What follows belongs to an exercise in optimizing a design on an open flow for small area, a short achievable clock period and few clock cycles per item; a production flow would make more cautious choices. Only simulation tests tie the RTL to the original design; equivalence was not proved.

== JK ==
==> flow/design.v <==
`default_nettype none
`default_nettype wire
`default_nettype none
package t2_pkg;
    typedef logic [6-1:0]              zb_t;
    typedef logic [9-1:0]            pass_t;
    typedef logic [32-1:0]           field_t;
    typedef logic [6-1:0]          bit_cnt_t;
    typedef logic [$clog2(8)-1:0]      cb_coord_t;
    typedef logic [16-1:0]         pkt_index_t;
    typedef enum logic [2:0] {
        HDR_IDLE,
        HDR_SOP,
        HDR_INDEX,
        HDR_TAG,
        HDR_PASS,
        HDR_LAST_WAIT
    } hdr_state_t;
endpackage
`default_nettype wire
`timescale 1ns/1ps
`default_nettype none
module t2_header_top (
    input  logic                clk,
    input  logic                rst_n,
    input  logic                zb_valid_i,
    input  t2_pkg::zb_t         zb_data_i,
    output logic                zb_ready_o,
    input  logic                pass_valid_i,
    input  t2_pkg::pass_t       pass_data_i,
    output logic                pass_ready_o,
    output logic                hdr_valid_o,
    output logic                hdr_last_o,
    output t2_pkg::field_t      hdr_data_o,
    output t2_pkg::bit_cnt_t    hdr_bit_cnt_o,
    output logic                hdr_insert_zero_o,
    input  logic                hdr_ready_i
);
    localparam logic [2:0] F_SOP  = 3'd0;
    localparam logic [2:0] F_IDX  = 3'd1;
    localparam logic [2:0] F_CODE = 3'd2;
    localparam logic [2:0] F_ROOT = 3'd4;
    localparam logic [2:0] F_M4   = 3'd5;
    localparam logic [2:0] F_M2   = 3'd6;
    localparam logic [2:0] F_LEAF = 3'd7;
    function automatic logic lt6(input logic [5:0] a, input logic [5:0] b);
        logic [5:0] g, e;
        logic       r, eq;
        g  = ~a & b;
        e  = ~(a ^ b);
        r  = 1'b0;
        eq = 1'b1;
        for (int i = 5; i >= 0; i--) begin
            r  = r | (eq & g[i]);
            eq = eq & e[i];
        end
        lt6 = r;
    endfunction
    logic        full_q;     
    logic        zr_q;       
    logic        acc;
    logic        in_v;       
    logic [5:0]  in_d;
    logic [6:0]  acnt;       
    logic [6:0]  rcnt;       
    logic [6:0]  rcnt_f;     
    logic [5:0]  rf   [8][8];
    logic [5:0]  m4   [4];
    logic [5:0]  root;
    assign zb_ready_o = zr_q;
    assign acc        = zb_valid_i && zr_q;
    assign rcnt_f     = {~rcnt[6], rcnt[5:0]};
    logic [6:0] acnt_p1;
    logic       lim0, lim1;
    assign acnt_p1 = acnt + 7'd1;
    assign lim0    = (acnt == rcnt_f);
    assign lim1    = (acnt_p1 == rcnt_f);
    always_ff @(posedge clk or negedge rst_n) begin
        if (!rst_n) begin
            full_q <= 1'b0;
            zr_q   <= 1'b0;
            in_v   <= 1'b0;
            acnt   <= '0;
        end else begin
            in_v <= acc;
            if (acc) acnt <= acnt_p1;
            full_q <= acc ? lim1 : lim0;
            zr_q   <= acc ? !lim1 : !lim0;
        end
    end
    always_ff @(posedge clk) begin
        in_d <= zb_data_i;
    end
    logic [7:0] row_oh, col_oh;
    logic [3:0] q_sel;
    logic       first_root, first_m4;
    always_ff @(posedge clk or negedge rst_n) begin
        if (!rst_n) begin
            row_oh <= 8'd1;
            col_oh <= 8'd1;
        end else if (in_v) begin
            col_oh <= {col_oh[6:0], col_oh[7]};
            if (col_oh[7]) row_oh <= {row_oh[6:0], row_oh[7]};
        end
    end
    for (genvar q = 0; q < 4; q++) begin : g_qsel
        assign q_sel[q] = (q[1] ? |row_oh[7:4] : |row_oh[3:0]) &&
                          (q[0] ? |col_oh[7:4] : |col_oh[3:0]);
    end
    assign first_root = row_oh[0] && col_oh[0];
    assign first_m4   = (row_oh[0] || row_oh[4]) && (col_oh[0] || col_oh[4]);
    always_ff @(posedge clk) begin
        for (int y = 0; y < 8; y++) begin
            for (int x = 0; x < 8; x++) begin
                if (in_v && row_oh[y] && col_oh[x]) rf[y][x] <= in_d;
            end
        end
    end
    always_ff @(posedge clk) begin
        if (in_v && (first_root || lt6(in_d, root))) root <= in_d;
        for (int q = 0; q < 4; q++) begin
            if (in_v && q_sel[q] && (first_m4 || lt6(in_d, m4[q]))) m4[q] <= in_d;
        end
    end
    logic        pb_v;
    logic [4:0]  pb_cls;     
    logic [6:0]  pb_off;     
    logic        pb_take;
    logic        pb_v_n;
    logic        pr_q;       
    logic [8:0]  pd3, pd6, pd37;
    assign pass_ready_o = pr_q;
    assign pb_take      = pass_valid_i && pr_q;
    assign pd3  = pass_data_i - 9'd3;
    assign pd6  = pass_data_i - 9'd6;
    assign pd37 = pass_data_i - 9'd37;
    always_ff @(posedge clk) begin
        if (pb_take) begin
            if (pass_data_i == 9'd1) begin
                pb_cls <= 5'b00001; pb_off <= 7'd0;
            end else if (pass_data_i == 9'd2) begin
                pb_cls <= 5'b00010; pb_off <= 7'd0;
            end else if (pass_data_i <= 9'd5) begin
                pb_cls <= 5'b00100; pb_off <= {5'd0, pd3[1:0]};
            end else if (pass_data_i <= 9'd36) begin
                pb_cls <= 5'b01000; pb_off <= {2'd0, pd6[4:0]};
            end else begin
                pb_cls <= 5'b10000; pb_off <= pd37[6:0];
            end
        end
    end
    logic [15:0] code_d;
    logic [5:0]  code_b;
    assign code_d = ({16{pb_cls[4]}} & 16'hff80) | ({16{pb_cls[3]}} & 16'h01e0) |
                    ({16{pb_cls[2]}} & 16'h000c) | ({16{pb_cls[1]}} & 16'h0002) |
                    {9'd0, pb_off};
    assign code_b = ({6{pb_cls[0]}} & 6'd1) | ({6{pb_cls[1]}} & 6'd2) |
                    ({6{pb_cls[2]}} & 6'd4) | ({6{pb_cls[3]}} & 6'd9) |
                    ({6{pb_cls[4]}} & 6'd16);
    logic [15:0] g_oh;        
    logic        yb;          
    logic        g_last;      
    logic [5:0]  grp_q [4];
    logic [5:0]  leaf_b;
    logic [5:0]  m2_nx, m4_nx, leaf_nx;
    logic [5:0]  blk;
    assign blk = rcnt[5:0];
    assign g_last = g_oh[3] || g_oh[7] || g_oh[11] || g_oh[15];
    always_ff @(posedge clk) begin
        for (int w = 0; w < 4; w++) begin
            logic [5:0] v;
            v = '0;
            for (int g = 0; g < 16; g++) begin
                v = v | ({6{g_oh[g]}} & rf[2 * (g / 4) + w / 2][2 * (g % 4) + w % 2]);
            end
            grp_q[w] <= v;
        end
    end
    logic ab, ac, ad, bc, bd, cd;
    logic sa, sb, sc;
    logic [5:0] min4;
    assign ab = !lt6(grp_q[1], grp_q[0]);
    assign ac = !lt6(grp_q[2], grp_q[0]);
    assign ad = !lt6(grp_q[3], grp_q[0]);
    assign bc = !lt6(grp_q[2], grp_q[1]);
    assign bd = !lt6(grp_q[3], grp_q[1]);
    assign cd = !lt6(grp_q[3], grp_q[2]);
    assign sa = ab && ac && ad;
    assign sb = !ab && bc && bd;
    assign sc = !ac && !bc && cd;
    always_comb begin
        if (sa)      min4 = grp_q[0];
        else if (sb) min4 = grp_q[1];
        else if (sc) min4 = grp_q[2];
        else         min4 = grp_q[3];
    end
    always_ff @(posedge clk) begin
        m2_nx   <= min4;
        m4_nx   <= m4[{blk[5], blk[2]}];
        leaf_nx <= blk[0] ? leaf_b : grp_q[{blk[3], 1'b0}];
    end
    logic [2:0]  ft;          
    logic [15:0] pkt_idx;
    logic        pkt_inc;     
    logic        adv;         
    logic        sop_a, sop_b, sop_c, sop_d;
    logic [15:0] dat_q;
    logic        ld_en, avail, ld;
    logic        begun_q;
    logic [2:0]  ft_nb;       
    always_comb begin
        case (ft)
            F_SOP:   avail = begun_q;    
            F_ROOT:  avail = full_q && !in_v;     
            F_CODE:  avail = pb_v;
            default: avail = 1'b1;
        endcase
    end
    assign ld_en = !hdr_valid_o || hdr_ready_i;
    assign ld    = ld_en && avail;
    always_comb begin
        pb_v_n = pb_v;
        if (pb_take) pb_v_n = 1'b1;
        else if (ld && ft == F_CODE) pb_v_n = 1'b0;
    end
    logic [5:0] tag;
    always_comb begin
        case (ft[1:0])
            2'd0:    tag = root;
            2'd1:    tag = m4_nx;
            2'd2:    tag = m2_nx;
            default: tag = leaf_nx;
        endcase
    end
    logic [6:0] rcnt_p1;
    logic [5:0] nb;
    logic [2:0] ft_blk;
    assign rcnt_p1 = rcnt + 7'd1;
    assign nb      = rcnt_p1[5:0];
    always_comb begin
        if (nb == 6'd0)                                 ft_blk = F_SOP;
        else if (nb[4:3] == 2'b00 && nb[1:0] == 2'b00) ft_blk = F_M4;
        else if (!nb[3] && !nb[0])                      ft_blk = F_M2;
        else                                            ft_blk = F_LEAF;
    end
    always_ff @(posedge clk or negedge rst_n) begin
        if (!rst_n) begin
            hdr_valid_o <= 1'b0;
            ft          <= F_SOP;
            rcnt        <= '0;
            g_oh        <= 16'd1;
            yb          <= 1'b0;
            pkt_idx     <= '0;
            pkt_inc     <= 1'b0;
            adv         <= 1'b0;
            pb_v        <= 1'b0;
            pr_q        <= 1'b0;
            begun_q     <= 1'b0;
            ft_nb       <= F_SOP;
        end else begin
            begun_q <= (acnt != rcnt) || acc;
            if (ld_en) hdr_valid_o <= avail;
            pb_v <= pb_v_n;
            pr_q <= !pb_v_n;
            pkt_inc <= ld && ft == F_IDX;
            adv     <= ld && ft == F_LEAF && !blk[0];
            if (pkt_inc) pkt_idx <= pkt_idx + 16'd1;
            if (adv) begin
                if (g_last && !yb) g_oh <= {g_oh[2:0], g_oh[15:3]};
                else               g_oh <= {g_oh[14:0], g_oh[15]};
                if (g_last) yb <= !yb;
            end
            if (ld) begin
                case (ft)
                    F_SOP:  ft <= F_IDX;
                    F_IDX:  ft <= F_ROOT;
                    F_ROOT: ft <= F_M4;
                    F_M4:   ft <= F_M2;
                    F_M2:   ft <= F_LEAF;
                    F_LEAF: begin
                        ft    <= F_CODE;
                        rcnt  <= rcnt_p1;
                        ft_nb <= ft_blk;
                    end
                    default: ft <= ft_nb;
                endcase
            end
        end
    end
    always_ff @(posedge clk) begin
        if (!blk[0]) leaf_b <= grp_q[{blk[3], 1'b1}];
        if (ld)    sop_a <= (ft == F_SOP);
        if (ld_en) sop_b <= avail && (ft == F_SOP);
        sop_c <= ld ? (ft == F_SOP) : (sop_c && hdr_valid_o);
        sop_d <= ld ? (ft == F_SOP) : (sop_d && !(hdr_valid_o && hdr_ready_i));
        if (ld) begin
            case (ft)
                F_SOP: begin
                    dat_q             <= 16'h0004;
                    hdr_bit_cnt_o     <= 6'd32;
                    hdr_insert_zero_o <= 1'b0;
                    hdr_last_o        <= 1'b0;
                end
                F_IDX: begin
                    dat_q             <= pkt_idx;
                    hdr_bit_cnt_o     <= 6'd16;
                    hdr_insert_zero_o <= 1'b0;
                    hdr_last_o        <= 1'b0;
                end
                F_CODE: begin
                    dat_q             <= code_d;
                    hdr_bit_cnt_o     <= code_b;
                    hdr_insert_zero_o <= 1'b0;
                    hdr_last_o        <= (ft_nb == F_SOP);
                end
                default: begin
                    dat_q             <= {10'd0, tag};
                    hdr_bit_cnt_o     <= tag + 6'd1;
                    hdr_insert_zero_o <= 1'b1;
                    hdr_last_o        <= 1'b0;
                end
            endcase
        end
    end
    assign hdr_data_o = {{3{sop_a}}, {3{sop_b}}, {3{sop_c}}, 2'b00, sop_d, 3'b000, sop_d, dat_q};
endmodule
`default_nettype wire
clock: 5.5 ns
lec_check: 0
cap_margin: 20
core_margin: 2
core_utilization: 55
cts_cluster_diameter: 80
cts_cluster_size: 25
setup_slack_margin: 3.3
slew_margin: 20
run.sh (not shown) runs the stock make flow with config.mk's settings and CLKGATE_MAP_FILE= SYNTH_SCRIPT=/design/flow/synth_recipe.tcl, a recipe that flattens the netlist after the stock synthesis.
Testbench counts of JK, summed over its fixed seeds: cycles 10,184, packets 64.
#### Input delta (TR over JK)
diff --git a/flow/design.v b/flow/design.v
--- a/flow/design.v
+++ b/flow/design.v
@@ -44,16 +44,9 @@
     localparam logic [2:0] F_M2   = 3'd6;
     localparam logic [2:0] F_LEAF = 3'd7;
     function automatic logic lt6(input logic [5:0] a, input logic [5:0] b);
-        logic [5:0] g, e;
-        logic       r, eq;
-        g  = ~a & b;
-        e  = ~(a ^ b);
-        r  = 1'b0;
-        eq = 1'b1;
-        for (int i = 5; i >= 0; i--) begin
-            r  = r | (eq & g[i]);
-            eq = eq & e[i];
-        end
+        logic r;
+        r = 1'b0;
+        for (int i = 0; i < 6; i++) r = (!a[i] && b[i]) || (!(a[i] ^ b[i]) && r);
         lt6 = r;
     endfunction
     logic        full_q;     
Notes after the runs:
Die area of JK is on par with TR. Between JK and TR, the share of the synthesized netlist area taken by xor and xnor gates figures differ only marginally. TR vs JK — total number of multi-input combinational cells rose about 1.7%. JK → TR: total wire length after detailed routing rose by about 0.55%; global router's overall resource usage moved up; least setup slack across all paths after layout moved down; utilization after layout went up.
Testbench counts of TR, summed over its fixed seeds: cycles 10,184, packets 64.

==> what the ideal ports hide <==
How much do the figures lean on ideal ports? The routed layouts below were timed once more, with nothing changed but the port constraints. Step 1 (the two cells are an assumption about what drives the block):
set clk [get_ports {clk}]
set_driving_cell -lib_cell sky130_fd_sc_hd__clkbuf_16 $clk
set_driving_cell -lib_cell sky130_fd_sc_hd__buf_2 [delete_from_list [all_inputs] $clk]
Step 2 also shifts input and output timing later by t, the mid clock arrival at the registers, as if the neighbouring blocks saw the same clock. a / b / c = ideal / step 1 / step 2; a / b = the first two.
run | shift t [ns] | setup slack, ns | hold slack, ns | worst setup path at the end | clock arrival spread, ns
JK | 0.657 | 3.214 / 3.154 / 2.746 | 0.462 / 0.451 / 0.462 | input to register | 0.020 / 0.020
TR | 0.656 | 3.132 / 3.074 / 2.678 | 0.344 / 0.310 / 0.450 | input to register | 0.032 / 0.032
After both steps setup and hold are still met in every run listed. The setup slack of JK, which loses most, moves by -0.060 ns with the drivers and by -0.468 ns with both steps.
